From an optimization exercise on the open Yosys and OpenROAD flow, aimed at small area, a short achievable clock period and few clock cycles; shortcuts taken in it are not production practice. Where RTL was checked, it was by simulation tests only, not by an equivalence proof against the original. Function not checked in runs 2 and 4: the RTL went through the layout flow alone. Power and IR drop assume default switching activity.

==> flow/design.v <==
package sao_pkg;
  localparam int N_PIX     = 4;
  localparam int N_EO_TYPE = 4;
  localparam int DIFF_LEN  = 9;
  localparam int CNT_LEN   = 13;
  localparam int SUM_LEN   = 21;
  typedef enum logic [1:0] {EO_HOR, EO_VER, EO_135, EO_45} eo_type_e;
  localparam logic [2:0] SAO_CAT_NONE = 3'd0;
  localparam logic [2:0] SAO_CAT_1    = 3'd1;
  localparam logic [2:0] SAO_CAT_2    = 3'd2;
  localparam logic [2:0] SAO_CAT_3    = 3'd3;
  localparam logic [2:0] SAO_CAT_4    = 3'd4;
  typedef logic        [CNT_LEN-1:0] stat_cnt_t;
  typedef logic signed [SUM_LEN-1:0] stat_sum_t;
  typedef enum logic [1:0] {ST_IDLE, ST_ACC, ST_FLUSH, ST_DONE} acc_state_e;
endpackage
module sao_blk_cat_sum
#(
  parameter int diff_len = sao_pkg::DIFF_LEN,
  parameter int cnt_len  = sao_pkg::CNT_LEN,
  parameter int sum_len  = sao_pkg::SUM_LEN,
  parameter logic [10:0] seg = 11'b001_0001_0000   
) (
  input  logic                          clk,
  input  logic                          clr,       
  input  logic [3:0][3:0]               sel,       
  input  logic [diff_len-1:0]           d0, d1, d2, d3,
  input  logic [diff_len:0]             d01, d23,
  output logic [3:0][cnt_len-1:0]       cnt,
  output logic [3:0][sum_len-1:0]       sum
);
  localparam int PW  = diff_len + 1;        
  localparam int LW  = PW + 1;              
  localparam int HW  = sum_len - LW;        
  localparam int CLW = 3;                   
  localparam int CHW = cnt_len - CLW;       
  for (genvar c = 0; c < 4; c++) begin : g_bin
    logic [3:0]    sl;
    logic [PW-1:0] x, y;
    logic [LW-1:0] a, b;                    
    logic [LW-1:0] lo, u, s;
    logic [LW:0]   v, k;
    logic [LW-1:0] cr;                      
    logic          c11, v11;
    logic [HW-1:0] hi, hi_n;
    logic          inc, dec;
    assign sl = sel[c];
    assign x = sl[0] ? (sl[1] ? d01 : {d0[diff_len-1], d0}) :
               sl[1] ? {d1[diff_len-1], d1} : '0;
    assign y = sl[2] ? (sl[3] ? d23 : {d2[diff_len-1], d2}) :
               sl[3] ? {d3[diff_len-1], d3} : '0;
    assign a = {1'b1, ~x[PW-1], x[PW-2:0]};
    assign b = {1'b0, ~y[PW-1], y[PW-2:0]};
    assign v[0] = 1'b0;
    for (genvar i = 0; i < LW; i++) begin : g_csa
      assign u[i]   = lo[i] ^ a[i] ^ b[i];
      assign v[i+1] = (lo[i] & a[i]) | (lo[i] & b[i]) | (a[i] & b[i]);
    end
    assign k[0] = 1'b0;
    for (genvar i = 0; i < LW; i++) begin : g_cpa
      logic ki;
      if (seg[i]) begin : g_cut
        assign ki = cr[i];
      end else begin : g_chain
        assign ki = k[i];
      end
      assign s[i]   = u[i] ^ v[i] ^ ki;
      assign k[i+1] = (u[i] & v[i]) | (u[i] & ki) | (v[i] & ki);
    end
    always_ff @(posedge clk) begin
      for (int i = 0; i < LW; i++) begin
        lo[i] <= !clr && s[i];
        cr[i] <= !clr && seg[i] && k[i];
      end
      c11 <= clr || k[LW];
      v11 <= !clr && v[LW];
    end
    assign inc = c11 & v11;
    assign dec = ~c11 & ~v11;
    for (genvar i = 0; i < HW; i++) begin : g_hi
      if (i == 0) begin : g_b0
        assign hi_n[i] = hi[i] ^ (inc | dec);
      end else begin : g_bi
        assign hi_n[i] = hi[i] ^ ((inc & (&hi[i-1:0])) | (dec & ~(|hi[i-1:0])));
      end
    end
    always_ff @(posedge clk) begin
      hi <= clr ? '0 : hi_n;
    end
    assign sum[c] = {hi, lo};
    logic [CLW-1:0] clo, cs;
    logic [CHW-1:0] chi;
    logic           ce;
    logic           ps, pc, k1, k2, k3;
    assign ps = sl[0] ^ sl[1] ^ sl[2];
    assign pc = (sl[0] & sl[1]) | (sl[0] & sl[2]) | (sl[1] & sl[2]);
    assign cs[0] = clo[0] ^ ps ^ sl[3];
    assign k1    = (clo[0] & ps) | (clo[0] & sl[3]) | (ps & sl[3]);
    assign cs[1] = clo[1] ^ pc ^ k1;
    assign k2    = (clo[1] & pc) | (clo[1] & k1) | (pc & k1);
    assign cs[2] = clo[2] ^ k2;
    assign k3    = clo[2] & k2;
    always_ff @(posedge clk) begin
      clo <= clr ? '0 : cs;
      ce  <= !clr && k3;
      chi <= clr ? '0 : chi + CHW'(ce);
    end
    assign cnt[c] = {chi, clo};
  end
endmodule
module sao_eo_stat_acc
#(
  parameter int n_pix     = sao_pkg::N_PIX,
  parameter int n_eo_type = sao_pkg::N_EO_TYPE,
  parameter int diff_len  = sao_pkg::DIFF_LEN,
  parameter int cnt_len   = sao_pkg::CNT_LEN,
  parameter int sum_len   = sao_pkg::SUM_LEN
) (
  input  logic                                  clk,
  input  logic                                  arst_n,
  input  logic                                  start,
  input  logic                                  in_valid,
  output logic                                  in_ready,
  input  logic                                  in_last,
  input  logic [n_eo_type-1:0][n_pix-1:0][2:0]  in_cat,
  input  logic [n_pix-1:0][diff_len-1:0]        in_diff,
  input  logic [n_eo_type-1:0][n_pix-1:0]       b_use,
  output logic                                  stat_valid,
  input  logic                                  stat_ready,
  output logic [n_eo_type-1:0][3:0][cnt_len-1:0] stat_cnt,
  output logic [n_eo_type-1:0][3:0][sum_len-1:0] stat_sum
);
  logic accept;
  logic f1, f2, f3, f4;
  logic clr;
  logic [n_eo_type-1:0][3:0][n_pix-1:0] s1_sel;
  logic [n_pix-1:0][diff_len-1:0]       s1_d;
  logic [diff_len:0]                    s1_d01, s1_d23;
  assign accept = in_valid && in_ready && !start;
  always_ff @(posedge clk or negedge arst_n) begin
    if (!arst_n) begin
      in_ready   <= 1'b0;
      f1         <= 1'b0;
      f2         <= 1'b0;
      f3         <= 1'b0;
      f4         <= 1'b0;
      stat_valid <= 1'b0;
      clr        <= 1'b0;
    end else begin
      in_ready   <= start || (in_ready && !(accept && in_last));
      f1         <= accept && in_last;
      f2         <= f1 && !start;
      f3         <= f2 && !start;
      f4         <= f3 && !start;
      stat_valid <= !start && (f4 || (stat_valid && !stat_ready));
      clr        <= start;
    end
  end
  for (genvar t = 0; t < n_eo_type; t++) begin : g_sel_t
    for (genvar c = 0; c < 4; c++) begin : g_sel_c
      for (genvar p = 0; p < n_pix; p++) begin : g_sel_p
        always_ff @(posedge clk)
          s1_sel[t][c][p] <= accept && b_use[t][p] && (in_cat[t][p] == sao_pkg::SAO_CAT_1 + 3'(c));
      end
    end
  end
  always_ff @(posedge clk) begin
    s1_d   <= in_diff;
    s1_d01 <= {in_diff[0][diff_len-1], in_diff[0]} + {in_diff[1][diff_len-1], in_diff[1]};
    s1_d23 <= {in_diff[2][diff_len-1], in_diff[2]} + {in_diff[3][diff_len-1], in_diff[3]};
  end
  for (genvar t = 0; t < n_eo_type; t++) begin : g_type
    sao_blk_cat_sum #(
      .diff_len (diff_len),
      .cnt_len  (cnt_len),
      .sum_len  (sum_len)
    ) u_cat_sum (
      .clk  (clk),
      .clr  (clr),
      .sel  (s1_sel[t]),
      .d0   (s1_d[0]),
      .d1   (s1_d[1]),
      .d2   (s1_d[2]),
      .d3   (s1_d[3]),
      .d01  (s1_d01),
      .d23  (s1_d23),
      .cnt  (stat_cnt[t]),
      .sum  (stat_sum[t])
    );
  end
endmodule
==> flow/run.sh <==
#!/bin/bash
# synth_recipe.tcl (not shown) runs the flow's synth.tcl, then flattens the netlist and writes it again
# the make line also repeats each setting of config.mk as NAME=value (left out here)
make -C /OpenROAD-flow-scripts/flow DESIGN_CONFIG=/design/flow/config.mk WORK_HOME=/design/flow/orfs CLKGATE_MAP_FILE= SYNTH_SCRIPT=/design/flow/synth_recipe.tcl finish
==> flow/config.mk <==
export PLATFORM = sky130hd
export DESIGN_NAME = sao_eo_stat_acc
export DESIGN_NICKNAME = sao_eo_stat_acc
export VERILOG_FILES = /design/flow/design.v
export SDC_FILE = /design/flow/constraint.sdc
export NUM_CORES = 4
export LEC_CHECK = 0
export CAP_MARGIN = 20
export CORE_MARGIN = 2
export CORE_UTILIZATION = 40
export SLEW_MARGIN = 20
==> flow/constraint.sdc <==
create_clock -name core_clock -period 7.5 [get_ports {clk}]
set_input_delay 1.5000 -clock core_clock [delete_from_list [all_inputs] [get_ports {clk}]]
set_output_delay 1.5000 -clock core_clock [all_outputs]
set_load 0.01 [all_outputs]
==> results of run 1 <==
## Yosys cell counts (all sizes together) (12+ instances only)
master / instances
ha: 114
nor3b: 12
a31oi: 13
nor4b: 42
mux2i: 19
inv: 424
nor3: 26
o21ai: 39
nand4: 34
nor4: 16
dfxtp: 744
xnor2: 104
a22oi: 160
nor2b: 213
a21oi: 48
fa: 354
a22o: 156
nor2: 501
clkbuf: 229
or2: 34
buf: 22
nand2: 225
nor4bb: 15
and4: 18
and3: 46
nand2b: 44
mux2: 256
nand3: 121
or4b: 12
xor2: 179
## layout by cell type, fill, tap and decap left out, drive strengths merged, types with 26 or more instances in the layout
cell	count
clkdlybuf4s50	651
nor3	26
xor2	179
o21ai	39
and3	46
inv	426
fa	354
xnor2	104
clkbuf	129
nor2	501
a22o	156
nand2	225
nand4	34
ha	114
nand2b	44
a22oi	160
nor2b	213
dfxtp	744
a21oi	48
nand3	121
mux2	256
or2	34
buf	53
nor4b	42
## worst paths after layout
check	startpoint	end	slack [ps]
hold reg to reg	f3	f4	480
hold / removal	f3	f4	480
min in group asynchronous	arst_n	clr	1090
max in group asynchronous	arst_n	clr	6160
setup reg to reg	s1_d[22]	g_type[0].u_cat_sum.g_bin[1].lo[7]	3660
setup / recovery	s1_d[22]	g_type[0].u_cat_sum.g_bin[1].lo[7]	3660
## layer usage
| metal | up-vias | part of all wire (%) | global-route usage [%] |
|---|---|---|---|
| met5 | - | 0.037 | 0 |
| met4 | 8 | 4.0 | 10.9 |
| met3 | 316 | 9.1 | 6.82 |
| met2 | 1338 | 46 | 42.7 |
| met1 | 15924 | 41 | 34.9 |
| li1 | 15220 | - | - |
## state kept, by name, summed over array words and instances, names as in the netlist, 10 cells and up
name and flops:
s1_sel 64, g_type.u_cat_sum.g_bin.chi 160, s1_d01 10, g_type.u_cat_sum.g_bin.lo 176, g_type.u_cat_sum.g_bin.v11 16, g_type.u_cat_sum.g_bin.c11 16, s1_d 36, g_type.u_cat_sum.g_bin.ce 16
s1_d23 10, g_type.u_cat_sum.g_bin.hi 160, g_type.u_cat_sum.g_bin.clo 48, g_type.u_cat_sum.g_bin.cr 32
## worst reg2reg max path, cell delays in order (launching register included)
cell and delay (ps):
dfxtp_1 720, mux2_2 490, a22o_1 200, fa_1 550
fa_1 180, inv_1 60, fa_1 450, fa_1 460
fa_1 540, nor2_1 40
## power breakdown
group | switching (W) | internal [W]
logic | 0.000596 | 0.000403
registers | 0.000214 | 0.00409
clock network | 0.00180 | 0.00268
## cell type report
type,instances,area (um^2),area share (%)
inverter,424,1590,3.02
sequential,751,15100,28.6
multi-input combinational,2868,24400,46.3
timing repair buffer,704,6930,13.1
clock buffer,129,2560,4.85
clock inverter,29,430,0.816
tap,1380,1730,3.27
antenna,7,17.5,0.0332
## kinds of logic after synthesis
logic type	Yosys count	share of synthesized area, %
compound gates	460	8.12
xor+xnor	283	5.90
fa+ha+maj	468	20.3
buf+inv	675	6.03
flops	751	35.9
mux	275	7.31
simple gates	1382	16.5
## through the flow
step	setup slack [ps]	cells
finish	3660	6292
global route	3470	6290
CTS	3680	6285
detailed placement	3340	6127
global placement	3320	6127
floorplan	3960	4294
==> summary.txt, run 1 <==
* Status: timing/DRC/antenna clean
* Critical path's slowest cell: dfxtp_1
* Syn-to-layout area delta at 25.5%
* Hold Vio Cnt, Final at 0
* WP buf/inv at 1
* Gpl congestion at 0.873
* CP Data Required Time at 8010 ps
* Post-CTS Setup Bufs at 0
* Yosys warning count at 2
* Slew HR at 14.0%
* Die Wd at 328 um
* Final worst path period need at 3840 ps
* Worst Path Arrival at 4350 ps
* Avg WL per Cell at 23.4 um
* GRT Resource Usage Total at 26.9%
* Final cycle utilization of the critical path at 51.2%
* First-pass GRT wire length at 214,000 um
* Fmax at 260 MHz
* EDFF count, synth at 0
* Overall Power at 0.00979 W
* Detail Route Antenna Nets at 0
* Cell variety after synth at 54
* Clk_skew at 25.0 ps
* Worst slew pin tran at 1290 ps
* CP top delay family: adder cells
* CTS buffer count at 88
* RSZ-0062 raised after global routing: no
* Crit path largest cell delay at 720 ps
* Final HPWL DP at 105,000 um
* Final core utilization at 50.8%
* Cell area after synthesis at 42,000 um^2
* Most used cell along the critical path: fa_1
* Post-synth top area cell: dfxtp_1
* First-pass DRT Iterations at 5
* Part of the Yosys area used for sequential elements at 35.9%
* Pwr per Cell Area at 186 nW/um^2
* Dpl cell area at 49,700 um^2
* CP startpoint kind: register
* Initial cell density of the core at 40.5%
* Post-CTS Resized at 0
* HP Class: register to register
* Top cells by area, synth: dfxtp_1, fa_1, mux2_2
* WHS at 475 ps
* Max-cap violations at 0
* Main synth FF type: dfxtp_1
* Vias at 32,806
* CTS max path bufs at 3
* Syn Inst Count at 4,294
* R2r worst-path depth at 9
* Nature of the critical path endpoint: register
* Clock Latency Late Sink at 670 ps
* DRC viols at 0
* Hold path depth at 1
* Nets@finish at 5,411
* Clk root buf: clkbuf_16
* Crit path cell chain: mux2_2 > a22o_1 > fa_1 > fa_1 > inv_1 > fa_1 > fa_1 > fa_1 > nor2_1
* Largest net degree at the start of global routing at 144
* CTS tree: yes
* FFs w/ async S/R, synth at 0.932%
* Yosys top cell area share at 35.4%
* Reg clk slew, reported paths at 60 ps
* Vias per std cell at 5.21
* DRT iter0 DRCs at 2,672
* Worst vdd ir at 0.171 mV
* Max Slew Vio Count at 0
* Number of synthesized register bits at 751
* # fillers at 9,494
* DRT Wirelength at 147,000 um
* Synthesized area per cell at 9.78 um^2
* Final Cell Area at 52,700 um^2
* CTS sink cnt at 751
* Setup TNS at 0 ps
* Die Y at 328 um
* Cts hold-fix bufs at 0
* Htree depth at 3
* Row count at 118
* Crit path max fanout at 16
* Num ports at 652
* Stages on worst setup path at 9
* IO Port Bufs at 651
* Vias in the first global route at 31,785
* Pleak at 20.1 nW
* Layout cells sized above 1 at 9.99%
* Core area at 104,000 um^2
* Final Setup Violations at 0
* Congestion Overflow GR at 0
* Kind of critical path: register to register
* Die area at 108,000 um^2
* Syn nets at 4,868
* Antenna violations before repair at 16
Testbench counts, summed over its fixed seeds: cycles 19,832.
==> inputs of run 2 (changes only) <==
--- a/flow/design.v
+++ b/flow/design.v
@@ -21,3 +21,3 @@
   parameter int sum_len  = sao_pkg::SUM_LEN,
-  parameter logic [10:0] seg = 11'b001_0001_0000   
+  parameter logic [10:0] seg = 11'b010_0100_1000   
 ) (
@@ -25,3 +25,3 @@
   input  logic                          clr,       
-  input  logic [3:0][3:0]               sel,       
+  input  logic [3:0][5:0]               sel,       
   input  logic [diff_len-1:0]           d0, d1, d2, d3,
@@ -37,3 +37,3 @@
   for (genvar c = 0; c < 4; c++) begin : g_bin
-    logic [3:0]    sl;
+    logic [5:0]    sl;
     logic [PW-1:0] x, y;
@@ -47,6 +47,7 @@
     assign sl = sel[c];
-    assign x = sl[0] ? (sl[1] ? d01 : {d0[diff_len-1], d0}) :
-               sl[1] ? {d1[diff_len-1], d1} : '0;
-    assign y = sl[2] ? (sl[3] ? d23 : {d2[diff_len-1], d2}) :
-               sl[3] ? {d3[diff_len-1], d3} : '0;
+    for (genvar i = 0; i < PW; i++) begin : g_mux
+      localparam int j = (i < diff_len) ? i : diff_len - 1;
+      assign x[i] = (sl[0] & d0[j]) | (sl[1] & d1[j]) | (sl[2] & d01[i]);
+      assign y[i] = (sl[3] & d2[j]) | (sl[4] & d3[j]) | (sl[5] & d23[i]);
+    end
     assign a = {1'b1, ~x[PW-1], x[PW-2:0]};
@@ -93,9 +94,11 @@
     logic           ce;
-    logic           ps, pc, k1, k2, k3;
-    assign ps = sl[0] ^ sl[1] ^ sl[2];
-    assign pc = (sl[0] & sl[1]) | (sl[0] & sl[2]) | (sl[1] & sl[2]);
-    assign cs[0] = clo[0] ^ ps ^ sl[3];
-    assign k1    = (clo[0] & ps) | (clo[0] & sl[3]) | (ps & sl[3]);
-    assign cs[1] = clo[1] ^ pc ^ k1;
-    assign k2    = (clo[1] & pc) | (clo[1] & k1) | (pc & k1);
+    logic           oa, ob, k1, k2, k3;
+    assign oa    = sl[0] | sl[1];
+    assign ob    = sl[3] | sl[4];
+    assign cs[0] = clo[0] ^ oa ^ ob;
+    assign k1    = (clo[0] & oa) | (clo[0] & ob) | (oa & ob);
+    logic [1:0] b1;
+    assign b1    = 2'(clo[1]) + 2'(sl[2]) + 2'(sl[5]) + 2'(k1);
+    assign cs[1] = b1[0];
+    assign k2    = b1[1];
     assign cs[2] = clo[2] ^ k2;
@@ -132,6 +135,8 @@
 );
+  localparam logic [10:0] seg     = 11'b101_0101_0100;   
+  localparam int          n_flush = 7;                   
   logic accept;
-  logic f1, f2, f3, f4;
+  logic [n_flush-1:0] fl;
   logic clr;
-  logic [n_eo_type-1:0][3:0][n_pix-1:0] s1_sel;
+  logic [n_eo_type-1:0][3:0][5:0]       s1_sel;
   logic [n_pix-1:0][diff_len-1:0]       s1_d;
@@ -142,6 +147,3 @@
       in_ready   <= 1'b0;
-      f1         <= 1'b0;
-      f2         <= 1'b0;
-      f3         <= 1'b0;
-      f4         <= 1'b0;
+      fl         <= '0;
       stat_valid <= 1'b0;
@@ -150,7 +152,4 @@
       in_ready   <= start || (in_ready && !(accept && in_last));
-      f1         <= accept && in_last;
-      f2         <= f1 && !start;
-      f3         <= f2 && !start;
-      f4         <= f3 && !start;
-      stat_valid <= !start && (f4 || (stat_valid && !stat_ready));
+      fl         <= start ? '0 : {fl[n_flush-2:0], accept && in_last};
+      stat_valid <= !start && (fl[n_flush-1] || (stat_valid && !stat_ready));
       clr        <= start;
@@ -160,6 +159,9 @@
     for (genvar c = 0; c < 4; c++) begin : g_sel_c
+      logic [n_pix-1:0] m;
       for (genvar p = 0; p < n_pix; p++) begin : g_sel_p
-        always_ff @(posedge clk)
-          s1_sel[t][c][p] <= accept && b_use[t][p] && (in_cat[t][p] == sao_pkg::SAO_CAT_1 + 3'(c));
+        assign m[p] = b_use[t][p] && (in_cat[t][p] == sao_pkg::SAO_CAT_1 + 3'(c));
       end
+      always_ff @(posedge clk)
+        s1_sel[t][c] <= accept ? {m[2] & m[3], ~m[2] & m[3], m[2] & ~m[3],
+                                  m[0] & m[1], ~m[0] & m[1], m[0] & ~m[1]} : 6'd0;
     end
@@ -175,3 +177,4 @@
       .cnt_len  (cnt_len),
-      .sum_len  (sum_len)
+      .sum_len  (sum_len),
+      .seg      (seg)
     ) u_cat_sum (
--- a/flow/config.mk
+++ b/flow/config.mk
@@ -10,2 +10,3 @@
 export CORE_UTILIZATION = 40
+export SETUP_SLACK_MARGIN = 4.5
 export SLEW_MARGIN = 20
==> summary.txt, run 2 <==
* Status: timing/DRC/antenna clean
* R2r startpoint: s1_d[13]
* Final Setup Violations at 0 (unchanged)
* Final Cell Area at 52,500 um^2 (-0.53%)
* EDFF count, synth at 0 (unchanged)
* First-pass GRT wire length at 204,000 um (-4.5%)
* CTS sink cnt at 834 (+11%)
* Congestion Overflow GR at 0 (unchanged)
* Yosys warning count at 2 (unchanged)
* Die area at 108,000 um^2 (+0.48%)
* Gpl congestion at 0.902 (+3.3%)
* CP startpoint kind: register
* Fmax at 335 MHz (+29%)
* DRC viols at 0 (unchanged)
* Synthesized area per cell at 9.55 um^2 (-2.4%)
* Crit Reg-Reg Endpoint: g_type[2].u_cat_sum.g_bin[2].lo[5]
* Setup TNS at 0 ps (unchanged)
* Worst Path Arrival at 3560 ps (-790 ps)
* Num ports at 652 (unchanged)
* Vias in the first global route at 32,033 (+0.78%)
* Layout cells sized above 1 at 7.91% (-2.1 points)
* Avg WL per Cell at 21.8 um (-6.9%)
* Yosys top cell area share at 39.1% (+3.6 points)
* CP Data Required Time at 8070 ps (+60 ps)
* Hold path depth at 1 (unchanged)
* CTS tree: yes
* Cell variety after synth at 60 (+11%)
* Number of synthesized register bits at 834 (+11%)
* Main synth FF type: dfxtp_1
* Clock Latency Late Sink at 680 ps (about the same)
* RSZ-0062 raised after global routing: yes
* HP Class: register to register
* Commonest non-fill, non-tap cell in the layout: dfxtp_1
* Row count at 119 (+0.85%)
* Biggest register: g_type.u_cat_sum.g_bin.lo
* WHS at 456 ps (-18.9 ps)
* Detail Route Antenna Nets at 0 (unchanged)
* FFs w/ async S/R, synth at 1.20% (+0.27 points)
* Die Y at 329 um (+0.24%)
* Top-count cell post-synth: dfxtp_1
* Largest regs: g_type.u_cat_sum.g_bin.lo x176, g_type.u_cat_sum.g_bin.chi x160, g_type.u_cat_sum.g_bin.hi x160
* Worst slew pin tran at 1260 ps (-27.3 ps)
* Die Wd at 329 um (+0.24%)
* GRT Resource Usage Total at 25.0% (-1.9 points)
* Reg clk slew, reported paths at 60 ps (about the same)
* Vias at 33,519 (+2.2%)
* Nets@finish at 5,461 (+0.92%)
* Pwr per Cell Area at 201 nW/um^2 (+8.2%)
* Largest net degree at the start of global routing at 196 (+36%)
* Kind of critical path: register to register
* Clk_skew at 27.7 ps (+2.71 ps)
* Crit path max fanout at 16 (unchanged)
* R2R setup slack at 4520 ps (+860 ps)
* Initial cell density of the core at 40.2% (-0.26 points)
* Worst vdd ir at 0.196 mV (+15%)
* DRT Wirelength at 139,000 um (-5.9%)
* Max-cap violations at 0 (unchanged)
* DRT iter0 DRCs at 4,217 (+58%)
* CTS buffer count at 97 (+10%)
* Hold_sp: fl[4]
* Clk root buf: clkbuf_16
* Most frequent cells in the layout: dfxtp_1, nor2_1, inv_1
* Nature of the critical path endpoint: register
* CTS max path bufs at 3 (unchanged)
* Slew HR at 16.0% (+1.9 points)
* Htree depth at 3 (unchanged)
* Syn-to-layout area delta at 24.3%
* Antenna violations before repair at 5 (-11)
* Pleak at 25.4 nW (+26%)
* Syn nets at 4,994 (+2.6%)
* Core area at 105,000 um^2 (+1.1%)
* Number of flip-flops in the largest register at 176 (unchanged)
* Top cells by area, synth: dfxtp_1, fa_1, a222oi_1
* Final worst path period need at 2980 ps (-857 ps)
* Post-synth top area cell: dfxtp_1
* R2r worst-path depth at 7 (-2)
* Hold Crit Endpoint: fl[5]
* Final HPWL DP at 105,000 um (-0.15%)
* Synth top cells by count: dfxtp_1, nor2_1, inv_1
* Part of the Yosys area used for sequential elements at 39.7% (+3.8 points)
* Max Slew Vio Count at 0 (unchanged)
* Syn Inst Count at 4,420 (+2.9%)
* Final cycle utilization of the critical path at 39.8% (-11 points)
* IO Port Bufs at 651 (unchanged)
* Cell area after synthesis at 42,200 um^2 (+0.48%)
* Vias per std cell at 5.27 (+1.0%)
* Hold Vio Cnt, Final at 0 (unchanged)
* Dpl cell area at 49,500 um^2 (-0.54%)
* First-pass DRT Iterations at 14 (+9)
run 2: changes by cell type in the layout (fill, tap and decap cells not counted), sizes merged, moves of 151 or more:
cell / change
a222oi: +256
a22o: -156
clkdlybuf4s50: -546
dlygate4sd2: +503
inv: +151
mux2: -255
run 2: power by group:
part	leakage [nW]	internal, W	switching (W)
combinational	16.8	0.000274	0.000333
clock	1.68	0.00305	0.00198
sequential	6.88	0.00454	0.000351
total	25.4	0.00786	0.00266
run 2: what timing repair did:
item                       4_1_cts  5_1_grt
setup endpoints to repair      546       35
setup buffers                    0        0
gates cloned                     0        0
pin swaps                        0        2
hold buffers                     0        0
resized for setup              744       30
run 2: how the worst max path moves through the flow:
stage | from | end | slack, ps
finish | s1_d[13] | g_type[2].u_cat_sum.g_bin[2].lo[5] | 4520
global route | g_type[1].u_cat_sum.g_bin[2].hi[0] | stat_sum[137] | 4470
CTS | g_type[1].u_cat_sum.g_bin[2].hi[0] | stat_sum[137] | 4370
detailed placement | in_diff[0] | s1_d01[8] | 3950
global placement | in_diff[0] | s1_d01[8] | 3960
floorplan | in_diff[0] | s1_d01[8] | 4550
run 2: final cells by class:
type | instances | area (um^2)
clock inverter | 41 | 512
inverter | 573 | 2150
clock buffer | 138 | 2890
fill | 10013 | 52500
tap | 1391 | 1740
sequential | 834 | 17000
timing repair buffer | 662 | 6000
multi-input combinational | 2719 | 22200
antenna | 6 | 15.0
run 2: per-layer routing:
layer  track usage, %  part of all wire (%)
met4             8.33                   3.0
met5                0                 0.010
met1             34.5                    43
met3             6.29                    10
met2             38.2                    44
run 2: critical path, stage by stage (launching register included):
cell,delay [ps]
dfxtp_1,940
a222oi_1,300
inv_1,150
fa_1,470
fa_1,440
inv_1,80
fa_1,400
nor2_1,90
run 2: kinds of logic (layout without fill, tap and decap cells):
group           Yosys count  after routing  share of synthesized area, %
simple gates           1501           1501                          17.3
buf+inv                 867           1414                          7.76
flops                   834            834                          39.7
fa+ha+maj               468            468                          19.9
compound gates          431            431                          8.67
xor+xnor                298            298                          6.18
mux                      21             21                         0.501
other cells               0              6                             0
run 2: metrics by stage:
stage | setup WS [ps] | std cells | total power [W] | utilization (%)
after floorplan | 4550 | 4420 | 0.00518 | -
after global placement | 3960 | 6179 | 0.00560 | 47.1
after detailed placement | 3950 | 6179 | 0.00561 | 47.1
after CTS | 4370 | 6358 | 0.0106 | 50.0
after global routing | 4470 | 6359 | 0.0109 | 50.0
final | 4520 | 6364 | 0.0105 | 50.0
==> inputs of run 3 (changes only) <==
--- a/flow/design.v
+++ b/flow/design.v
@@ -135,4 +135,4 @@
 );
-  localparam logic [10:0] seg     = 11'b101_0101_0100;   
-  localparam int          n_flush = 7;                   
+  localparam logic [10:0] seg     = 11'b010_0100_1000;   
+  localparam int          n_flush = 5;                   
   logic accept;
--- a/flow/config.mk
+++ b/flow/config.mk
@@ -10,3 +10,2 @@
 export CORE_UTILIZATION = 40
-export SETUP_SLACK_MARGIN = 4.5
 export SLEW_MARGIN = 20
==> summary.txt, run 3 <==
* Post-CTS Resized at 0 (-100%)
* Status: timing/DRC/antenna clean
* Largest net degree at the start of global routing at 213 (+8.7%)
* Clk root buf: clkbuf_16
* Synthesized area per cell at 9.75 um^2 (+2.1%)
* Kind of critical path: register to output port
* Commonest non-fill, non-tap cell in the layout: dfxtp_1
* Hold_sp: fl[4]
* Crit path cell chain: clkdlybuf4s50_1
* Pwr per Cell Area at 196 nW/um^2 (-2.4%)
* Pleak at 22.5 nW (-11%)
* Max Slew Vio Count at 0 (unchanged)
* Clock Latency Late Sink at 680 ps (about the same)
* Post-synth top area cell: dfxtp_1
* CTS max path bufs at 3 (unchanged)
* First-pass GRT wire length at 212,000 um (+3.6%)
* Htree depth at 3 (unchanged)
* Part of the Yosys area used for sequential elements at 38.9% (-0.78 points)
* Clock power frac at 46.2% (-1.6 points)
* Internal Power at 0.00751 W (-4.5%)
* Avg WL per Cell at 23.4 um (+7.2%)
* CP top delay family: buffers and inverters
* Synth top cells by count: dfxtp_1, inv_1, nor2_1
* Top cells by area, synth: dfxtp_1, fa_1, a222oi_1
* Nature of the critical path endpoint: output port
* Final Setup Violations at 0 (unchanged)
* Num ports at 652 (unchanged)
* EDFF count, synth at 0 (unchanged)
* CTS sink cnt at 800 (-4.1%)
* Logic pwr share at 9.7% (+3.9 points)
* Switching Fraction at 26.5% (+1.2 points)
* Clk_skew at 27.1 ps (-0.591 ps)
* Main synth FF type: dfxtp_1
* Vias at 33,324 (-0.58%)
* Worst slew pin tran at 1240 ps (-16.1 ps)
* Multi-input gate area in the final layout at 22,100 um^2 (-0.61%)
* Vias per std cell at 5.37 (+1.9%)
* Layout cells sized above 1 at 5.50% (-2.4 points)
* Core area at 102,000 um^2 (-2.8%)
* Yosys warning count at 2 (unchanged)
* Antenna violations before repair at 12 (+7)
* Cell variety after synth at 58 (-3.3%)
* RSZ-0062 raised after global routing: no
* Largest regs: g_type.u_cat_sum.g_bin.lo x176, g_type.u_cat_sum.g_bin.chi x160, g_type.u_cat_sum.g_bin.hi x160
* Max-cap violations at 0 (unchanged)
* Final HPWL DP at 103,000 um (-1.3%)
* Crit path from: g_type[2].u_cat_sum.g_bin[3].clo[1]
* Final worst path period need at 3390 ps (+411 ps)
* Worst Path Arrival at 1890 ps (-1670 ps)
* Sw Pwr at 0.00270 W (+1.5%)
* Final cycle utilization of the critical path at 45.2% (+5.5 points)
* Top-count cell post-synth: dfxtp_1
* Die Y at 325 um (-1.1%)
* First-pass DRT Iterations at 17 (+3)
* CTS tree: yes
* DRC viols at 0 (unchanged)
* WHS at 470 ps (+14.0 ps)
* Vias in the first global route at 31,839 (-0.61%)
* CP startpoint kind: register
* WP buf/inv at 1 (-1)
* Yosys top cell area share at 38.4% (-0.67 points)
* Worst vdd ir at 0.173 mV (-12%)
* GRT Resource Usage Total at 26.7% (+1.7 points)
* Most frequent cells in the layout: dfxtp_1, clkdlybuf4s50_1, inv_1
* Die Wd at 325 um (-1.1%)
* Biggest register: g_type.u_cat_sum.g_bin.lo
* CP Data Required Time at 6000 ps (-2070 ps)
* Post-CTS Setup Bufs at 0 (unchanged)
* R2r startpoint: s1_d[6]
* Die area at 106,000 um^2 (-2.2%)
* Cts hold-fix bufs at 0 (unchanged)
* Syn-to-layout area delta at 26.3%
* Nets@finish at 5,332 (-2.4%)
* Hold Vio Cnt, Final at 0 (unchanged)
* Crit path largest cell delay at 680 ps (-260 ps)
* Fmax at 295 MHz (-12%)
* # fillers at 9,398 (-6.1%)
* Crit path max fanout at 2 (-14)
* Cell area after synthesis at 41,300 um^2 (-2.2%)
* FFs w/ async S/R, synth at 1.00% (-0.20 points)
* Reg clk slew, reported paths at 60 ps (about the same)
* Detail Route Antenna Nets at 0 (unchanged)
* DRT Wirelength at 145,000 um (+4.6%)
* Sequential share of power at 44.1% (-2.3 points)
* HP Class: register to register
* Congestion Overflow GR at 0 (unchanged)
* Critical path's slowest cell: clkdlybuf4s50_1
* Syn nets at 4,809 (-3.7%)
* IO Port Bufs at 651 (unchanged)
* CTS buffer count at 94 (-3.1%)
* Number of synthesized register bits at 800 (-4.1%)
* Row count at 117 (-1.7%)
* Setup TNS at 0 ps (unchanged)
* Slew HR at 17.0% (+1.1 points)
* Syn Inst Count at 4,235 (-4.2%)
* DRT iter0 DRCs at 4,141 (-1.8%)
* Gpl congestion at 0.864 (-4.1%)
* Initial cell density of the core at 40.5% (+0.25 points)
* Number of flip-flops in the largest register at 176 (unchanged)
* Register area at 16,100 um^2 (-5.3%)
## run 3: cell types whose count changed in the layout (fill, tap and decap cells not counted), sizes merged, moves of 19 or more
| cell | delta |
|---|---|
| a222oi | +64 |
| buf | +44 |
| clkdlybuf4s15 | -40 |
| a22oi | -32 |
| or2 | +23 |
| dfxtp | -32 |
| dlygate4sd2 | -503 |
| clkdlybuf4s50 | +546 |
| nand2 | -119 |
| xnor2 | +21 |
| nor2 | -61 |
| xor2 | -19 |
## run 3: cells by family after synthesis
kind of cell,Yosys count,synth area share (%)
AOI/OAI and AO/OA,469,10.0
and+or+nand+nor,1336,16.2
xor gates and xnor gates,300,6.36
buffers and inverters,842,7.69
muxes,20,0.485
DFF,800,38.9
adders and majority gates,468,20.3
## run 3: path summary, 6_finish.rpt
check	to	slack, ps	cells after the start
setup / recovery	stat_cnt[144]	4110	1
hold / removal	stat_valid	470	2
setup reg to reg	g_type[0].u_cat_sum.g_bin[1].lo[8]	4440	9
hold reg to reg	stat_valid	470	2
max in group asynchronous	clr	6120	1
min in group asynchronous	fl[2]	1100	1
## run 3: power groups by stage
stage               clock (W)  sequential (W)  combinational (W)
CTS                   0.00483         0.00450           0.000962
global placement            0         0.00459           0.000947
floorplan                   0         0.00455           0.000444
detailed placement          0         0.00459           0.000957
finish                0.00472         0.00450           0.000989
global route          0.00502         0.00451            0.00103
## run 3: cell type report
| type | count | share of cell area [%] |
|---|---|---|
| clock inverters | 33 | 0.799 |
| diodes | 7 | 0.0336 |
| inverters | 563 | 4.05 |
| well taps | 1368 | 3.28 |
| flip-flops and latches | 800 | 30.8 |
| repair buffers | 706 | 13.4 |
| clock buffers | 137 | 5.34 |
| multi-input cells | 2593 | 42.3 |
## run 3: through the flow
stage               std cells  util (%)  power (W)  setup WS [ps]  cell area (um^2)
finish                   6207      51.1     0.0102           4110             52100
global route             6202      51.1     0.0106           4000             52100
CTS                      6200      51.1     0.0103           4050             52100
detailed placement       6030      48.0    0.00555           4030             48900
global placement         6029      47.9    0.00554           3970             48900
floorplan                4235         -    0.00499           4620             41300
## run 3: layer usage
metal  wire (um)  GRT usage [%]  part of all wire (%)  up-vias
li1            -              -                     -    15284
met1       57300           33.2                    39    16033
met2       65400           41.8                    45     1664
met3       16300           9.45                    11      329
met4        6100           11.7                   4.2       14
met5          95          0.181                 0.065        -
Testbench counts of run 3, summed over its fixed seeds: cycles 19,880.
==> inputs of run 4 (changes only) <==
--- a/flow/design.v
+++ b/flow/design.v
@@ -135,4 +135,4 @@
 );
-  localparam logic [10:0] seg     = 11'b010_0100_1000;   
-  localparam int          n_flush = 5;                   
+  localparam logic [10:0] seg     = 11'b101_0101_0100;   
+  localparam int          n_flush = 7;                   
   logic accept;
==> flow/flow/run.sh (new file) <==
#!/bin/bash
# The standard layout, with the port buffers that placement inserts made of the
# smallest buffer cell (every port still gets its own buffer).
set -euo pipefail
export BUFFER_PORTS_ARGS="-buffer_cell sky130_fd_sc_hd__buf_1"
bash standard.sh > standard.log 2>&1
==> flow/standard.sh (new file) <==
#!/bin/bash
# synth_recipe.tcl (not shown) runs the flow's synth.tcl, then flattens the netlist and writes it again
# the make line also repeats each setting of config.mk as NAME=value (left out here)
make -C /OpenROAD-flow-scripts/flow DESIGN_CONFIG=/design/flow/config.mk WORK_HOME=/design/flow/orfs CLKGATE_MAP_FILE= SYNTH_SCRIPT=/design/flow/synth_recipe.tcl "${@:-finish}"
--- a/flow/config.mk
+++ b/flow/config.mk
@@ -10,2 +10,3 @@
 export CORE_UTILIZATION = 40
+export SETUP_SLACK_MARGIN = 5.0
 export SLEW_MARGIN = 20
removed: flow/run.sh
==> summary.txt, run 4 <==
* Vias in the first global route at 35,897 (+13%)
* Clk_skew at 26.7 ps (-0.471 ps)
* Yosys top cell area share at 39.1% (+0.67 points)
* Critical path's slowest cell: dfrtp_1
* CTS buffer count at 95 (+1.1%)
* Reg clk slew, reported paths at 60 ps (about the same)
* Congestion Overflow GR at 0 (unchanged)
* Sequential share of power at 44.2% (about the same)
* Biggest register: g_type.u_cat_sum.g_bin.lo
* Logic pwr share at 8.5% (-1.2 points)
* Switching Fraction at 25.9% (-0.62 points)
* Status: timing/DRC/antenna clean
* Avg WL per Cell at 21.8 um (-6.6%)
* Sw Pwr at 0.00279 W (+3.3%)
* HP Class: register to register
* Register area at 18,300 um^2 (+14%)
* CP top delay family: flip-flops
* Setup TNS at 0 ps (unchanged)
* Nature of the critical path endpoint: output port
* Number of flip-flops in the largest register at 176 (unchanged)
* First-pass GRT wire length at 222,000 um (+4.8%)
* Worst slew pin tran at 1140 ps (-103 ps)
* Syn Inst Count at 4,420 (+4.4%)
* Cell variety after synth at 60 (+3.4%)
* Layout cells sized above 1 at 39.8% (+34 points)
* FFs w/ async S/R, synth at 1.20% (+0.20 points)
* Hold Vio Cnt, Final at 0 (unchanged)
* Gpl congestion at 0.917 (+6.1%)
* Htree depth at 3 (unchanged)
* Crit path largest cell delay at 400 ps (-280 ps)
* Worst vdd ir at 0.184 mV (+6.0%)
* CP Data Required Time at 6000 ps (about the same)
* IO Port Bufs at 651 (unchanged)
* Detail Route Antenna Nets at 0 (unchanged)
* Clock Latency Late Sink at 680 ps (about the same)
* Multi-input gate area in the final layout at 22,600 um^2 (+2.4%)
* RSZ-0062 raised after global routing: yes
* EDFF count, synth at 0 (unchanged)
* Internal Power at 0.00801 W (+6.7%)
* Final cycle utilization of the critical path at 36.1% (-9.2 points)
* Clock power frac at 47.3% (+1.1 points)
* Kind of critical path: register to output port
* Max Slew Vio Count at 0 (unchanged)
* Top-count cell post-synth: dfxtp_1
* Row count at 119 (+1.7%)
* Crit path cell chain: buf_6
* Post-synth top area cell: dfxtp_1
* Final Setup Violations at 0 (unchanged)
* Pwr per Cell Area at 179 nW/um^2 (-8.5%)
* Main synth FF type: dfxtp_1
* GRT Resource Usage Total at 27.0% (+0.27 points)
* WP buf/inv at 1 (unchanged)
* Slew HR at 23.8% (+6.8 points)
* Max-cap violations at 0 (unchanged)
* Die area at 108,000 um^2 (+2.2%)
* R2R setup slack at 4950 ps (+510 ps)
* Clk root buf: clkbuf_16
* Final worst path period need at 2710 ps (-687 ps)
* Pleak at 28.0 nW (+25%)
* Die Wd at 329 um (+1.1%)
* Yosys warning count at 2 (unchanged)
* CP startpoint kind: register
* CTS max path bufs at 3 (unchanged)
* Commonest non-fill, non-tap cell in the layout: buf_4
* Syn-to-layout area delta at 42.8%
* Most frequent cells in the layout: buf_4, nor2_1, buf_6
* Number of synthesized register bits at 834 (+4.3%)
* Initial cell density of the core at 40.2% (-0.25 points)
* Worst setup margin at 4790 ps (+687 ps)
* Largest net degree at the start of global routing at 167 (-22%)
* First-pass DRT Iterations at 17 (unchanged)
* Vias per std cell at 5.28 (-1.7%)
* Synth top cells by count: dfxtp_1, nor2_1, inv_1
* Worst Path Arrival at 1210 ps (-680 ps)
* Largest regs: g_type.u_cat_sum.g_bin.lo x176, g_type.u_cat_sum.g_bin.chi x160, g_type.u_cat_sum.g_bin.hi x160
* Synthesized area per cell at 9.55 um^2 (-2.0%)
* Vias at 37,066 (+11%)
* Crit path max fanout at 2 (unchanged)
* Nets@finish at 6,117 (+15%)
* DRC viols at 0 (unchanged)
* Place WS at 4390 ps (+357 ps)
* Core area at 105,000 um^2 (+2.9%)
* Final HPWL DP at 103,000 um (about the same)
* DRT Wirelength at 153,000 um (+5.7%)
* Syn nets at 4,994 (+3.8%)
* Fmax at 370 MHz (+25%)
* Die Y at 329 um (+1.1%)
* CTS tree: yes
* Antenna violations before repair at 14 (+2)
* DRT iter0 DRCs at 4,581 (+11%)
* Num ports at 652 (unchanged)
* # fillers at 8,734 (-7.1%)
* Part of the Yosys area used for sequential elements at 39.7% (+0.78 points)
* Top cells by area, synth: dfxtp_1, fa_1, a222oi_1
* CTS sink cnt at 834 (+4.3%)
* Cell area after synthesis at 42,200 um^2 (+2.2%)
==> run 4: power by group through the flow <==
stage	combinational, W	clock (W)	sequential (W)
CTS	0.000856	0.00519	0.00476
global route	0.000994	0.00538	0.00477
floorplan	0.000456	0	0.00473
finish	0.000924	0.00511	0.00477
detailed placement	0.000537	0	0.00496
global placement	0.000532	0	0.00495
==> run 4: kinds of logic after synthesis <==
kind of cell	share of synthesized area, %
simple gates	17.3
flops	39.7
buf+inv	7.76
fa+ha+maj	19.9
mux	0.501
xor+xnor	6.18
compound gates	8.67
==> run 4: area by class of cell <==
| cell class | instances | area share [%] |
|---|---|---|
| tap | 1391 | 2.89 |
| clock inverter | 43 | 1.17 |
| inverter | 573 | 3.57 |
| sequential | 834 | 30.3 |
| timing repair buffer | 1320 | 20.1 |
| antenna | 11 | 0.0457 |
| clock buffer | 132 | 4.49 |
| multi-input combinational | 2719 | 37.5 |
==> run 4: layer usage <==
metal / vias up / global-route usage, % / wire length [um]
met2: 1948 / 41.9 / 68100
li1: 16834 / - / -
met5: - / 0.177 / 45
met3: 452 / 7.35 / 16300
met4: 8 / 12.9 / 8390
met1: 17824 / 34.8 / 60600
==> run 4: stage by stage <==
| step | total power (W) | util, % | instance area (um^2) | hold slack [ps] | cells |
|---|---|---|---|---|---|
| 3_5_place_dp | 0.00550 | 43.3 | 45500 | 453 | 6176 |
| 5_1_grt | 0.0111 | 57.4 | 60300 | 490 | 7019 |
| 6_report | 0.0108 | 57.4 | 60300 | 465 | 7023 |
| 3_3_place_gp | 0.00549 | 43.3 | 45500 | 445 | 6176 |
| 2_1_floorplan | 0.00518 | - | 42400 | 438 | 4420 |
| 4_1_cts | 0.0108 | 56.2 | 59000 | 465 | 6905 |
==> run 4: timing repair <==
item                       in CTS  in global routing
setup endpoints to repair     772                626
hold buffers                    0                  0
pin swaps                     125                185
gates resized for setup      2242                157
buffers inserted              554                107
cloned                          0                  0
==> run 4: final timing paths <==
| path | cells past startpoint | startpoint | end |
|---|---|---|---|
| worst min register to register | 2 | fl[6] | stat_valid |
| max in group asynchronous | 1 | arst_n | clr |
| worst max-delay path | 1 | in_ready | in_ready |
| min in group asynchronous | 1 | arst_n | stat_valid |
| worst min-delay path | 2 | fl[6] | stat_valid |
| worst max register to register | 8 | s1_d[33] | g_type[2].u_cat_sum.g_bin[2].lo[7] |
==> inputs of run 5 (changes only) <==
--- a/flow/design.v
+++ b/flow/design.v
@@ -75,4 +75,4 @@
       end
-      c11 <= clr || k[LW];
-      v11 <= !clr && v[LW];
+      c11 <= !clr && k[LW];
+      v11 <= clr || v[LW];
     end
@@ -135,4 +135,4 @@
 );
-  localparam logic [10:0] seg     = 11'b101_0101_0100;   
-  localparam int          n_flush = 7;                   
+  localparam logic [10:0] seg     = 11'b010_1010_1000;   
+  localparam int          n_flush = 6;                   
   logic accept;
==> summary.txt, run 5 <==
* Status: timing/DRC/antenna clean
* Main synth FF type: dfxtp_1
* Crit path cell chain: buf_6
* Avg WL per Cell at 23.0 um (+5.1%)
* Clk_skew at 33.3 ps (+6.65 ps)
* Yosys warning count at 2 (unchanged)
* Synthesized area per cell at 9.44 um^2 (-1.2%)
* Detail Route Antenna Nets at 0 (unchanged)
* Nets@finish at 6,129 (+0.20%)
* Nature of the critical path endpoint: output port
* DRC viols at 0 (unchanged)
* Die area at 107,000 um^2 (-0.76%)
* Crit path max fanout at 2 (unchanged)
* Die Wd at 328 um (-0.38%)
* Critical path's slowest cell: dfxtp_4
* Biggest register: g_type.u_cat_sum.g_bin.lo
* Register area at 17,800 um^2 (-2.4%)
* Layout cells sized above 1 at 39.5% (-0.30 points)
* Gpl congestion at 0.877 (-4.4%)
* Clk root buf: clkbuf_16
* Max Slew Vio Count at 0 (unchanged)
* Htree depth at 3 (unchanged)
* HP Class: register to register
* Cell variety after synth at 61 (+1.7%)
* RSZ-0062 raised after global routing: yes
* Cts hold-fix bufs at 0 (unchanged)
* CTS tree: yes
* Final HPWL DP at 102,000 um (-0.90%)
* Multi-input gate area in the final layout at 22,500 um^2 (-0.25%)
* Final cycle utilization of the critical path at 35.9% (-0.20 points)
* CP Data Required Time at 6000 ps (about the same)
* Top-count cell post-synth: dfxtp_1
* Cell area after synthesis at 41,900 um^2 (-0.78%)
* First-pass GRT wire length at 229,000 um (+3.3%)
* CTS buffer count at 95 (unchanged)
* Pleak at 28.0 nW (about the same)
* Yosys top cell area share at 38.6% (-0.46 points)
* Final core utilization at 57.6% (+0.18 points)
* Largest net degree at the start of global routing at 189 (+13%)
* Final worst path period need at 2690 ps (-14.6 ps)
* Number of synthesized register bits at 817 (-2.0%)
* CP top delay family: flip-flops
* # fillers at 8,641 (-1.1%)
* Vias per std cell at 5.30 (+0.49%)
* Die Y at 328 um (-0.38%)
* Hold Vio Cnt, Final at 0 (unchanged)
* Core area at 104,000 um^2 (-1.3%)
* Top cells by area, synth: dfxtp_1, fa_1, a222oi_1
* First-pass DRT Iterations at 15 (-2)
* Most frequent cells in the layout: nor2_1, buf_4, inv_1
* CTS max path bufs at 3 (unchanged)
* Slew HR at 29.8% (+6.0 points)
* Largest regs: g_type.u_cat_sum.g_bin.lo x176, g_type.u_cat_sum.g_bin.chi x160, g_type.u_cat_sum.g_bin.hi x160
* DRT Wirelength at 161,000 um (+5.0%)
* EDFF count, synth at 0 (unchanged)
* Fmax at 372 MHz (+0.54%)
* Row count at 118 (-0.84%)
* GRT Resource Usage Total at 28.5% (+1.5 points)
* IO Port Bufs at 651 (unchanged)
* Antenna violations before repair at 15 (+1)
* CP startpoint kind: register
* Number of flip-flops in the largest register at 176 (unchanged)
* Congestion Overflow GR at 0 (unchanged)
* Vias in the first global route at 36,641 (+2.1%)
* Setup TNS at 0 ps (unchanged)
* Overall Power at 0.0117 W (+8.2%)
* Syn Inst Count at 4,437 (+0.38%)
* Kind of critical path: register to output port
* Syn-to-layout area delta at 42.6%
* Worst slew pin tran at 1050 ps (-87.8 ps)
* Part of the Yosys area used for sequential elements at 39.2% (-0.51 points)
* Vias at 37,200 (+0.36%)
* Worst vdd ir at 0.191 mV (+3.7%)
* Clock Latency Late Sink at 680 ps (about the same)
* Worst Path Arrival at 1190 ps (-20 ps)
* Syn nets at 5,011 (+0.34%)
* Crit path largest cell delay at 390 ps (about the same)
* FFs w/ async S/R, synth at 1.10% (-0.097 points)
* Commonest non-fill, non-tap cell in the layout: nor2_1
* DRT iter0 DRCs at 4,230 (-7.7%)
* Max-cap violations at 0 (unchanged)
* Reg clk slew, reported paths at 60 ps (about the same)
* Num ports at 652 (unchanged)
* Pwr per Cell Area at 196 nW/um^2 (+9.2%)
* Final Setup Violations at 0 (unchanged)
* WP buf/inv at 1 (unchanged)
* CTS sink cnt at 817 (-2.0%)
* Initial cell density of the core at 40.4% (+0.20 points)
* Synth top cells by count: dfxtp_1, nor2_1, inv_1
* Post-synth top area cell: dfxtp_1
run 5: changes by cell type after synthesis, sizes merged, moves of 11 or more:
cell	delta
or2	+18
nor2b	-27
nand2	+14
and3	-13
inv	+37
nor2	+15
nand2b	-13
dfxtp	-16
nand3b	-11
run 5: path summary, 6_finish.rpt:
path                                                    start                                 end  slack, ps  cells after the start
min in group asynchronous                              arst_n                          stat_valid        770                      1
hold / removal                                          fl[1]                               fl[2]        460                      1
max in group asynchronous                              arst_n                                 clr       6360                      1
hold reg to reg                                         fl[1]                               fl[2]        460                      1
setup reg to reg                                     s1_d[16]  g_type[0].u_cat_sum.g_bin[3].lo[8]       4900                      9
setup / recovery           g_type[0].u_cat_sum.g_bin[0].lo[6]                         stat_sum[6]       4810                      1
run 5: cells by family after synthesis:
kind of cell    share of synthesized area [%]
buf+inv                                  8.05
mux                                     0.481
fa+ha+maj                                20.0
flops                                    39.2
compound gates                           9.03
simple gates                             17.1
xor+xnor                                 6.15
run 5: metrics by stage:
step	hold WS [ps]	worst slack, ps	instances	area, um^2
2_1_floorplan	438	4720	4437	41900
3_3_place_gp	446	4420	6217	45300
3_5_place_dp	450	4350	6217	45300
4_1_cts	470	4770	6902	58300
5_1_grt	494	4760	7013	59700
6_report	464	4810	7014	59700
run 5: what timing repair did:
item                        CTS  global route
gates cloned                  3             4
pin swaps                    98           196
resized for setup          2216           173
setup buffers               512           102
setup endpoints to repair   729           622
run 5: final cells by class:
cell class,count,area share [%]
Clock inverter,32,0.643
Timing Repair Buffer,1305,20.4
Inverter,610,3.83
Clock buffer,138,4.64
Multi-Input combinational cell,2726,37.8
Tap cell,1380,2.89
Sequential cell,817,29.8
Antenna cell,6,0.0251
run 5: report_power, final:
| group | internal, W | total [W] | switching, W |
|---|---|---|---|
| clock | 0.00283 | 0.00475 | 0.00193 |
| sequential | 0.00458 | 0.00492 | 0.000342 |
| combinational | 0.000982 | 0.00201 | 0.00103 |
| total | 0.00839 | 0.0117 | 0.00330 |
run 5: per-layer routing:
metal	share of wire, %	GRT usage [%]
met4	6.4	15.6
met1	37	33.9
met5	0.055	0
met3	11	9.03
met2	46	45.8
Testbench counts of run 5, summed over its fixed seeds: cycles 19,928.
==> inputs of run 6 (changes only) <==
--- a/flow/config.mk
+++ b/flow/config.mk
@@ -10,3 +10,3 @@
 export CORE_UTILIZATION = 40
-export SETUP_SLACK_MARGIN = 5.0
+export SETUP_SLACK_MARGIN = 4.6
 export SLEW_MARGIN = 20
==> summary.txt, run 6 <==
* Status: timing/DRC/antenna clean
* Row count at 118 (unchanged)
* Largest regs: g_type.u_cat_sum.g_bin.lo x176, g_type.u_cat_sum.g_bin.chi x160, g_type.u_cat_sum.g_bin.hi x160
* Die area at 107,000 um^2 (unchanged)
* Congestion Overflow GR at 0 (unchanged)
* Critical path's slowest cell: dfxtp_1
* Antenna violations before repair at 13 (-2)
* Fmax at 349 MHz (-6.0%)
* Initial cell density of the core at 40.4% (unchanged)
* First-pass GRT wire length at 209,000 um (-8.9%)
* DRT iter0 DRCs at 3,888 (-8.1%)
* Core area at 104,000 um^2 (unchanged)
* Top cells by area, synth: dfxtp_1, fa_1, a222oi_1
* Main synth FF type: dfxtp_1
* Cell area after synthesis at 41,900 um^2 (unchanged)
* Yosys warning count at 2 (unchanged)
* Pleak at 21.8 nW (-22%)
* Worst Path Arrival at 1360 ps (+170 ps)
* CP startpoint kind: register
* Gpl congestion at 0.890 (+1.5%)
* DRC viols at 0 (unchanged)
* Commonest non-fill, non-tap cell in the layout: dfxtp_1
* Final HPWL DP at 103,000 um (+0.50%)
* Final Cell Area at 48,800 um^2 (-18%)
* CTS sink cnt at 817 (unchanged)
* IO Port Bufs at 651 (unchanged)
* Setup TNS at 0 ps (unchanged)
* WP buf/inv at 1 (unchanged)
* CTS tree: yes
* Nets@finish at 5,508 (-10%)
* Layout cells sized above 1 at 7.08% (-32 points)
* Dpl cell area at 45,300 um^2 (-0.13%)
* Synthesized area per cell at 9.44 um^2 (unchanged)
* Post-synth top area cell: dfxtp_1
* Number of flip-flops in the largest register at 176 (unchanged)
* Crit path max fanout at 2 (unchanged)
* Cell variety after synth at 61 (unchanged)
* Worst slew pin tran at 1220 ps (+168 ps)
* Worst vdd ir at 0.157 mV (-17%)
* Htree depth at 3 (unchanged)
* Max Slew Vio Count at 0 (unchanged)
* Crit path cell chain: buf_1
* Syn Inst Count at 4,437 (unchanged)
* Part of the Yosys area used for sequential elements at 39.2% (unchanged)
* Crit path largest cell delay at 360 ps (-30 ps)
* Vias at 33,731 (-9.3%)
* GRT Resource Usage Total at 25.9% (-2.6 points)
* Clock Latency Late Sink at 680 ps (about the same)
* Hold Vio Cnt, Final at 0 (unchanged)
* Most frequent cells in the layout: dfxtp_1, nor2_1, inv_1
* Final Setup Violations at 0 (unchanged)
* Post-CTS Setup Bufs at 0 (-100%)
* CTS max path bufs at 3 (unchanged)
* Vias in the first global route at 32,532 (-11%)
* Detail Route Antenna Nets at 0 (unchanged)
* Final worst path period need at 2860 ps (+171 ps)
* EDFF count, synth at 0 (unchanged)
* Max-cap violations at 0 (unchanged)
* Die Wd at 328 um (unchanged)
* CP Data Required Time at 6000 ps (about the same)
* RSZ-0062 raised after global routing: no
* Nature of the critical path endpoint: output port
* Cts hold-fix bufs at 0 (unchanged)
* Syn nets at 5,011 (unchanged)
* Number of synthesized register bits at 817 (unchanged)
* Die Y at 328 um (unchanged)
* Kind of critical path: register to output port
* FFs w/ async S/R, synth at 1.10% (unchanged)
* CP top delay family: flip-flops
* CTS buffer count at 93 (-2.1%)
* Clk_skew at 26.6 ps (-6.68 ps)
* Yosys top cell area share at 38.6% (unchanged)
* Clk root buf: clkbuf_16
* Num ports at 652 (unchanged)
* HP Class: register to register
* Pwr per Cell Area at 229 nW/um^2 (+17%)
* Final cycle utilization of the critical path at 38.2% (+2.3 points)
* Biggest register: g_type.u_cat_sum.g_bin.lo
* Top-count cell post-synth: dfxtp_1
* DRT Wirelength at 142,000 um (-12%)
* First-pass DRT Iterations at 13 (-2)
* Slew HR at 18.4% (-11 points)
* Synth top cells by count: dfxtp_1, nor2_1, inv_1
* Largest net degree at the start of global routing at 205 (+8.5%)
* Syn-to-layout area delta at 16.5%
* Reg clk slew, reported paths at 60 ps (about the same)
* Avg WL per Cell at 22.2 um (-3.3%)
* Vias per std cell at 5.27 (-0.55%)
[run 6: final cells by class]
type	instances	area [um^2]
Antenna cell	4	10.0
Clock buffer	141	2800
Clock inverter	31	546
Fill cell	9984	54900
Inverter	610	2290
Multi-Input combinational cell	2726	22100
Sequential cell	817	16500
Tap cell	1380	1730
Timing Repair Buffer	686	2810
[run 6: cell families (layout without fill, tap and decap cells)]
family                   count (synthesis)  count (layout)  synth area share, %
AND/OR/NAND/NOR                       1492            1492                 17.1
adder cells (fa/ha/maj)                468             468                 20.0
AO/OA/AOI/OAI                          452             452                 9.03
XOR/XNOR                               294             294                 6.15
other                                    0               4                    0
multiplexers                            20              20                0.481
buffers and inverters                  894            1468                 8.05
flip-flops                             817             817                 39.2
[run 6: per-stage QoR]
step / cells / power, W / hold WS, ps / setup slack, ps / utilization [%]
after floorplan: 4437 / 0.00571 / 438 / 4610 / -
final: 6395 / 0.0112 / 464 / 4640 / 47.1
after CTS: 6391 / 0.0113 / 468 / 4600 / 47.0
after detailed placement: 6219 / 0.00627 / 456 / 4350 / 43.7
after global placement: 6219 / 0.00625 / 444 / 4380 / 43.7
after global routing: 6394 / 0.0116 / 482 / 4600 / 47.1
[run 6: layer usage]
metal | up-vias | track usage (%) | share of wire (%)
met4 | 2 | 12.4 | 5.1
met5 | - | 0 | 0.0092
met3 | 345 | 7.84 | 11
li1 | 15608 | - | -
met2 | 1660 | 40.5 | 44
met1 | 16116 | 32.6 | 39
[run 6: repair_timing]
| item | CTS | global route |
|---|---|---|
| pin swaps | 0 | 1 |
| resized for setup | 79 | 40 |
| endpoints found under the hold margin | 0 | 0 |
| setup endpoints to repair | 108 | 193 |
[run 6: path summary, 6_finish.rpt]
path	from	end	slack, ps	cells past startpoint
max reg2reg	s1_d[11]	g_type[1].u_cat_sum.g_bin[3].lo[4]	4640	7
max	g_type[3].u_cat_sum.g_bin[1].lo[0]	stat_sum[273]	4640	1
min	fl[1]	fl[2]	460	1
min reg2reg	fl[1]	fl[2]	460	1
max in group asynchronous	arst_n	clr	6370	1
min in group asynchronous	arst_n	fl[0]	770	1
[run 6: report_power, final]
part           internal (W)  switching [W]  total [W]
clock network       0.00305        0.00192    0.00497
logic              0.000453       0.000750    0.00120
registers           0.00457       0.000447    0.00502
==> inputs of run 7 (changes only) <==
--- a/flow/config.mk
+++ b/flow/config.mk
@@ -10,3 +10,5 @@
 export CORE_UTILIZATION = 40
-export SETUP_SLACK_MARGIN = 4.6
+export CTS_CLUSTER_DIAMETER = 120
+export CTS_CLUSTER_SIZE = 24
+export SETUP_SLACK_MARGIN = 4.7
 export SLEW_MARGIN = 20
==> summary.txt, run 7 <==
* Part of the Yosys area used for sequential elements at 39.2% (unchanged)
* DRT Wirelength at 145,000 um (+2.1%)
* Nets@finish at 5,462 (-0.84%)
* Crit path largest cell delay at 380 ps (+20 ps)
* Top-count cell post-synth: dfxtp_1
* CP top delay family: flip-flops
* Die Wd at 328 um (unchanged)
* Worst vdd ir at 0.167 mV (+6.1%)
* CTS sink cnt at 817 (unchanged)
* Crit path cell chain: buf_2
* Hold_sp: fl[0]
* DRT iter0 DRCs at 4,144 (+6.6%)
* CP startpoint kind: register
* Overall Power at 0.00892 W (-20%)
* Synth top cells by count: dfxtp_1, nor2_1, inv_1
* EDFF count, synth at 0 (unchanged)
* Core area at 104,000 um^2 (unchanged)
* CTS tree: yes
* R2r worst-path depth at 7 (unchanged)
* Hold Vio Cnt, Final at 0 (unchanged)
* Critical path's slowest cell: dfxtp_1
* Syn-to-layout area delta at 12.7%
* WP buf/inv at 1 (unchanged)
* GRT Resource Usage Total at 26.3% (+0.45 points)
* Biggest register: g_type.u_cat_sum.g_bin.lo
* Reg clk slew, reported paths at 100 ps (+40 ps)
* Met1 Usage GRT at 32.8% (+0.16 points)
* Vias per std cell at 5.33 (+0.98%)
* Final HPWL DP at 103,000 um (+0.12%)
* Status: timing/DRC/antenna clean
* Clk root buf: clkbuf_16
* Crit Reg-Reg Endpoint: g_type[2].u_cat_sum.g_bin[2].lo[2]
* Row count at 118 (unchanged)
* Initial cell density of the core at 40.4% (unchanged)
* Number of synthesized register bits at 817 (unchanged)
* Met2 GRT Util at 41.5% (+1.0 points)
* Clk_skew at 26.4 ps (-0.255 ps)
* Htree depth at 2 (-1)
* Die area at 107,000 um^2 (unchanged)
* Main synth FF type: dfxtp_1
* Max-cap violations at 0 (unchanged)
* Busiest grt layer: met2
* CTS buffer count at 41 (-56%)
* Avg WL per Cell at 23.1 um (+3.9%)
* Max Slew Vio Count at 0 (unchanged)
* Worst Path Arrival at 1260 ps (-100 ps)
* Yosys top cell area share at 38.6% (unchanged)
* Nature of the critical path endpoint: output port
* Post-synth top area cell: dfxtp_1
* Antenna violations before repair at 13 (unchanged)
* Pwr per Cell Area at 189 nW/um^2 (-18%)
* CTS max path bufs at 3 (unchanged)
* Cell area after synthesis at 41,900 um^2 (unchanged)
* Met3 GRT Util at 8.27% (+0.42 points)
* Setup TNS at 0 ps (unchanged)
* Pleak at 21.3 nW (-2.5%)
* Vias in the first global route at 31,699 (-2.6%)
* Die Y at 328 um (unchanged)
* First-pass GRT wire length at 211,000 um (+0.86%)
* Final Setup Violations at 0 (unchanged)
* Congestion Overflow GR at 0 (unchanged)
* Vias at 33,497 (-0.69%)
* HP Class: register to register
* Largest regs: g_type.u_cat_sum.g_bin.lo x176, g_type.u_cat_sum.g_bin.chi x160, g_type.u_cat_sum.g_bin.hi x160
* Fmax at 362 MHz (+3.6%)
* First-pass DRT Iterations at 14 (+1)
* CP Data Required Time at 6000 ps (about the same)
* Commonest non-fill, non-tap cell in the layout: nor2_1
* Largest net degree at the start of global routing at 205 (unchanged)
* Hold path depth at 1 (unchanged)
* Slew HR at 16.3% (-2.2 points)
* Worst slew pin tran at 1250 ps (+32.7 ps)
* Syn nets at 5,011 (unchanged)
* Top cells by area, synth: dfxtp_1, fa_1, a222oi_1
* Crit path max fanout at 2 (unchanged)
* Final worst path period need at 2760 ps (-99.9 ps)
* Number of flip-flops in the largest register at 176 (unchanged)
* Synthesized area per cell at 9.44 um^2 (unchanged)
* RSZ-0062 raised after global routing: yes
* Cell variety after synth at 61 (unchanged)
* Yosys warning count at 2 (unchanged)
* R2r startpoint: s1_d01[0]
* Layout cells sized above 1 at 11.2% (+4.1 points)
* Hold Crit Endpoint: fl[1]
* Clock Latency Late Sink at 640 ps (-40 ps)
* Kind of critical path: register to output port
* DRC viols at 0 (unchanged)
* Detail Route Antenna Nets at 0 (unchanged)
* Gpl congestion at 0.875 (-1.7%)
* Num ports at 652 (unchanged)
* Syn Inst Count at 4,437 (unchanged)
* FFs w/ async S/R, synth at 1.10% (unchanged)
* Most frequent cells in the layout: nor2_1, inv_1, dfxtp_1
* R2R setup slack at 4740 ps (+100 ps)
* Final cycle utilization of the critical path at 36.8% (-1.3 points)
* IO Port Bufs at 651 (unchanged)
-- run 7: cell counts after synthesis --
No cell type changed its count.
-- run 7: worst max path at each step --
stage          slack [ps]                                from                                 end  cells past startpoint
4_1_cts              4700  g_type[3].u_cat_sum.g_bin[3].lo[2]                       stat_sum[317]                      1
3_3_place_gp         4410                           s1_d01[7]  g_type[2].u_cat_sum.g_bin[2].lo[8]                      7
3_5_place_dp         4370                               start                          s1_sel[57]                      3
5_1_grt              4700  g_type[2].u_cat_sum.g_bin[3].lo[1]                       stat_sum[232]                      1
2_1_floorplan        4720                         in_diff[18]                           s1_d23[8]                      8
6_report             4740  g_type[0].u_cat_sum.g_bin[3].lo[1]                        stat_sum[64]                      1
-- run 7: repair_timing --
| action | in CTS | in global routing |
|---|---|---|
| pin swaps | 0 | 2 |
| gates resized for setup | 344 | 121 |
| setup endpoints to repair | 325 | 158 |
| hold buffers | 0 | 0 |
| setup buffers | 1 | 0 |
| hold endpoints to repair | 0 | 0 |
-- run 7: kinds of logic (layout without fill, tap and decap cells) --
| logic type | Yosys count | count (layout) | share of synthesized area [%] |
|---|---|---|---|
| DFF | 817 | 817 | 39.2 |
| and+or+nand+nor | 1492 | 1492 | 17.1 |
| adders and majority gates | 468 | 468 | 20.0 |
| buffers and inverters | 894 | 1355 | 8.05 |
| muxes | 20 | 20 | 0.481 |
| other | 0 | 11 | 0 |
| AOI/OAI and AO/OA | 452 | 452 | 9.03 |
| xor gates and xnor gates | 294 | 294 | 6.15 |
-- run 7: final cells by class --
class / count / area [um^2]
Clock buffer: 44 / 1040
Timing Repair Buffer: 692 / 3080
Sequential cell: 817 / 16800
Multi-Input combinational cell: 2726 / 22200
Fill cell: 10221 / 56400
Clock inverter: 9 / 129
Tap cell: 1380 / 1730
Inverter: 610 / 2290
Antenna cell: 11 / 27.5
-- run 7: per-stage QoR --
step / area [um^2] / util [%] / worst slack [ps] / hold slack (ps) / cells
2_1_floorplan: 41900 / - / 4720 / 438 / 4437
3_3_place_gp: 45300 / 43.7 / 4410 / 447 / 6224
3_5_place_dp: 45300 / 43.7 / 4370 / 452 / 6224
4_1_cts: 47000 / 45.3 / 4700 / 477 / 6278
5_1_grt: 47200 / 45.5 / 4700 / 494 / 6287
6_report: 47200 / 45.5 / 4740 / 469 / 6289
-- run 7: report_power, final --
| group | internal (W) | switching, W |
|---|---|---|
| combinational | 0.000475 | 0.000800 |
| clock | 0.00108 | 0.00156 |
| sequential | 0.00458 | 0.000423 |
| total | 0.00614 | 0.00278 |
-- run 7: per-layer routing --
metal  part of all wire, %  up-vias
met5                 0.016        -
met4                   5.1        4
met3                    11      306
met2                    45     1590
met1                    39    16148
li1                      -    15449

==> static timing again, ports no longer ideal <==
No port has a modelled driver above. Below, the same layouts with a new extraction and two added sets of constraints. Step 1 assumes that a clkbuf_16 drives the clock port and a buf_2 every other input. Step 2 also shifts input and output timing later by t, the mid clock arrival at the registers, as if the neighbouring blocks saw the same clock. a / b / c = ideal ports / drivers / drivers and shift; a / b = the first two.
run | shift t [ns] | setup WS [ns] | cell pins on the clock port's net
run 1 | 0.732 | 3.661 / 3.661 / 3.392 | 1
run 2 | 0.732 | 4.518 / 4.472 / 3.938 | 1
run 3 | 0.728 | 4.107 / 4.039 / 3.948 | 1
run 4 | 0.737 | 4.794 / 4.728 / 4.377 | 1
run 5 | 0.740 | 4.809 / 4.732 / 4.438 | 1
run 6 | 0.740 | 4.638 / 4.562 / 4.325 | 1
run 7 | 0.709 | 4.738 / 4.659 / 4.363 | 1
After both steps every run listed still meets setup and hold. For run 2, which loses most, drivers alone change the setup slack by -0.046 ns; drivers and shift together by -0.580 ns.
